Background: an optimization exercise with open tools, aiming at small area and a short achievable clock period. Do not read the settings as production practice. RTL that was checked went through simulation tests only; none was proved equivalent to the original. No activity file was given, so power comes from the tool's default toggle rates.

// btb_top
module btb_top (
    input  logic        CLK,
    input  logic        RST,
    input  logic        lookup_en,
    input  logic [31:0] lookup_pc,
    output logic        pred_hit,
    output logic        pred_taken,
    output logic [31:0] pred_target,
    input  logic        update_en,
    input  logic [31:0] update_pc,
    input  logic        update_taken,
    input  logic [31:0] update_target,
    input  logic        update_mispredict,
    input  logic        flush_all,
    output logic [15:0] lookup_count,
    output logic [15:0] mispredict_count
);
    branch_target_predictor #(.ENTRIES(16), .CNT_W(2), .STAT_W(16)) u_btb (
        .CLK(CLK),
        .RST(RST),
        .lookup_en(lookup_en),
        .lookup_pc(lookup_pc),
        .pred_hit(pred_hit),
        .pred_taken(pred_taken),
        .pred_target(pred_target),
        .update_en(update_en),
        .update_pc(update_pc),
        .update_taken(update_taken),
        .update_target(update_target),
        .update_mispredict(update_mispredict),
        .flush_all(flush_all),
        .lookup_count(lookup_count),
        .mispredict_count(mispredict_count)
    );
endmodule
For scale: roughly 2800 cells after synthesis, roughly 1000 flip-flops, roughly 43000 um^2 of cells after synthesis.
==> module branch_target_predictor, before the edit <==
module branch_target_predictor #(
    parameter int ENTRIES = 16,
    parameter int CNT_W   = 2,
    parameter int STAT_W  = 32
) (
    input  logic              CLK,
    input  logic              RST,
    input  logic              lookup_en,
    input  logic [31:0]       lookup_pc,
    output logic              pred_hit,
    output logic              pred_taken,
    output logic [31:0]       pred_target,
    input  logic              update_en,
    input  logic [31:0]       update_pc,
    input  logic              update_taken,
    input  logic [31:0]       update_target,
    input  logic              update_mispredict,
    input  logic              flush_all,
    output logic [STAT_W-1:0] lookup_count,
    output logic [STAT_W-1:0] mispredict_count
);
    localparam int IDX_W = $clog2(ENTRIES);
    localparam int TAG_W = 32 - IDX_W - 2;
    localparam logic [CNT_W-1:0] CNT_WEAK = CNT_W'(1) << (CNT_W - 1);
    logic [ENTRIES-1:0] valid;
    logic [TAG_W-1:0]   tags    [ENTRIES];
    logic [31:0]        targets [ENTRIES];
    logic [CNT_W-1:0]   cnts    [ENTRIES];
    logic [IDX_W-1:0] lk_idx;
    logic [TAG_W-1:0] lk_tag;
    logic [IDX_W-1:0] up_idx;
    logic [TAG_W-1:0] up_tag;
    logic             up_hit;
    logic             up_act;
    assign lk_idx = lookup_pc[IDX_W+1:2];
    assign lk_tag = lookup_pc[31:IDX_W+2];
    assign up_idx = update_pc[IDX_W+1:2];
    assign up_tag = update_pc[31:IDX_W+2];
    logic [ENTRIES-1:0] lk_dec;
    logic [31:0]        rd_target;
    logic               rd_cnt;
    always_comb begin
        pred_hit  = 1'b0;
        rd_cnt    = 1'b0;
        rd_target = '0;
        for (int i = 0; i < ENTRIES; i++) begin
            lk_dec[i] = (lk_idx == IDX_W'(i));
            pred_hit  = pred_hit | (lk_dec[i] && valid[i] && (tags[i] == lk_tag));
            rd_cnt    = rd_cnt | (lk_dec[i] & cnts[i][CNT_W-1]);
            rd_target = rd_target | ({32{lk_dec[i]}} & targets[i]);
        end
        pred_taken  = pred_hit & rd_cnt;
        pred_target = {32{pred_hit}} & rd_target;
    end
    logic [TAG_W-1:0] up_rd_tag;
    logic             up_rd_valid;
    always_comb begin
        up_rd_tag   = '0;
        up_rd_valid = 1'b0;
        for (int i = 0; i < ENTRIES; i++) begin
            up_rd_tag   = up_rd_tag   | ({TAG_W{up_idx == IDX_W'(i)}} & tags[i]);
            up_rd_valid = up_rd_valid | ((up_idx == IDX_W'(i)) & valid[i]);
        end
    end
    assign up_hit = up_rd_valid && (up_rd_tag == up_tag);
    assign up_act = update_en && !flush_all;
    always_ff @(posedge CLK or posedge RST) begin
        if (RST)
            valid <= '0;
        else if (flush_all)
            valid <= '0;
        else if (update_en && update_taken)
            valid[up_idx] <= 1'b1;
    end
    always_ff @(posedge CLK) begin
        if (up_act && update_taken) begin
            tags[up_idx]    <= up_tag;
            targets[up_idx] <= update_target;
        end
    end
    logic [CNT_W-1:0] up_cnt;
    logic [CNT_W-1:0] up_cnt_nxt;
    logic             up_cnt_we;
    always_comb begin
        up_cnt = '0;
        for (int i = 0; i < ENTRIES; i++)
            up_cnt = up_cnt | ({CNT_W{up_idx == IDX_W'(i)}} & cnts[i]);
        up_cnt_we  = up_act && (up_hit || update_taken);
        up_cnt_nxt = up_cnt;
        if (!up_hit)
            up_cnt_nxt = CNT_WEAK;
        else if (update_taken) begin
            if (up_cnt != '1)
                up_cnt_nxt = up_cnt + CNT_W'(1);
        end else if (up_cnt != '0)
            up_cnt_nxt = up_cnt - CNT_W'(1);
    end
    always_ff @(posedge CLK) begin
        if (up_cnt_we)
            cnts[up_idx] <= up_cnt_nxt;
    end
    always_ff @(posedge CLK or posedge RST) begin
        if (RST) begin
            lookup_count     <= '0;
            mispredict_count <= '0;
        end else begin
            if (lookup_en && (lookup_count != '1))
                lookup_count <= lookup_count + STAT_W'(1);
            if (update_en && update_mispredict && (mispredict_count != '1))
                mispredict_count <= mispredict_count + STAT_W'(1);
        end
    end
endmodule
export LEC_CHECK = 0
export CAP_MARGIN = 20
export CORE_MARGIN = 2
export CORE_UTILIZATION = 55
export SETUP_SLACK_MARGIN = 2.0
export SLEW_MARGIN = 20
create_clock -name core_clock -period 7.0 [get_ports {CLK}]
standard.sh (not shown) runs the stock make flow with config.mk's settings and CLKGATE_MAP_FILE= SYNTH_SCRIPT=/design/flow/synth_recipe.tcl, a recipe that flattens the netlist after the stock synthesis.
==> flow/flow/run.sh <==
#!/bin/bash
bash standard.sh MATCH_CELL_FOOTPRINT=0 'CTS_ARGS=-sink_clustering_enable -repair_clock_nets -sink_clustering_size 16 -sink_clustering_max_diameter 80 -buf_list sky130_fd_sc_hd__clkbuf_8 -dont_use_dummy_load' 'BUFFER_PORTS_ARGS=-buffer_cell sky130_fd_sc_hd__buf_1' finish > standard.log 2>&1
Edit:
--- a/flow/design.v
+++ b/flow/design.v
@@ -70,25 +70,21 @@
     logic             up_act;
     assign lk_idx = lookup_pc[IDX_W+1:2];
     assign lk_tag = lookup_pc[31:IDX_W+2];
     assign up_idx = update_pc[IDX_W+1:2];
     assign up_tag = update_pc[31:IDX_W+2];
-    logic [ENTRIES-1:0] lk_dec;
-    logic [31:0]        rd_target;
-    logic               rd_cnt;
+    logic [ENTRIES-1:0] lk_sel;
     always_comb begin
-        pred_hit  = 1'b0;
-        rd_cnt    = 1'b0;
-        rd_target = '0;
+        pred_hit    = 1'b0;
+        pred_taken  = 1'b0;
+        pred_target = '0;
         for (int i = 0; i < ENTRIES; i++) begin
-            lk_dec[i] = (lk_idx == IDX_W'(i));
-            pred_hit  = pred_hit | (lk_dec[i] && valid[i] && (tags[i] == lk_tag));
-            rd_cnt    = rd_cnt | (lk_dec[i] & cnts[i][CNT_W-1]);
-            rd_target = rd_target | ({32{lk_dec[i]}} & targets[i]);
+            lk_sel[i]   = (lk_idx == IDX_W'(i)) && valid[i] && (tags[i] == lk_tag);
+            pred_hit    = pred_hit | lk_sel[i];
+            pred_taken  = pred_taken | (lk_sel[i] & cnts[i][CNT_W-1]);
+            pred_target = pred_target | ({32{lk_sel[i]}} & targets[i]);
         end
-        pred_taken  = pred_hit & rd_cnt;
-        pred_target = {32{pred_hit}} & rd_target;
     end
     logic [TAG_W-1:0] up_rd_tag;
     logic             up_rd_valid;
     always_comb begin
         up_rd_tag   = '0;
Worst hold slack improves by 0.012 ns.
Power barely changes.
Register-to-register slack is about the same.
Worst setup slack improves by 0.026 ns.
Global-route usage increases by 3.1 points.
Area after synthesis is about the same.
Utilization increases by 4.7 points.
Non-clock buffer count increases by 89.
Final area increases by 7.7%.
Critical path depth increases by 2.
Clock power barely changes.
No functional check of the RTL was part of the second run of this note.

==> re-timing with driven ports <==
The results above use ideal ports. As a check the final layouts listed here were re-extracted and re-timed, cells and wires unchanged.
Step 1 sets driving cells, clkbuf_16 on the clock port and buf_2 on the other inputs (assumed; they add their load-dependent delay and slew).
Step 2 times the ports against the registers' clock, not the clock port: input delays grow and output delays shrink by t, the midpoint of the rising clock arrivals with the driver on.
Three values: no drivers, after step 1, after step 2; two values: the first two.
| run | t, ns | slack for setup (ns) | worst hold slack (ns) | worst slew at a driven data input, ns | pins driven straight from the clock port |
|---|---|---|---|---|---|
| the first run | 0.780 | 1.491 / 1.462 / 1.236 | 0.492 / 0.492 / 0.492 | 0.12 | 1 |
| the second run | 0.797 | 1.517 / 1.423 / 1.310 | 0.504 / 0.504 / 0.504 | 0.17 | 1 |
After both steps setup and hold are still met in every run listed. For the first run, which loses most, drivers alone change the setup slack by -0.029 ns; drivers and shift together by -0.255 ns.
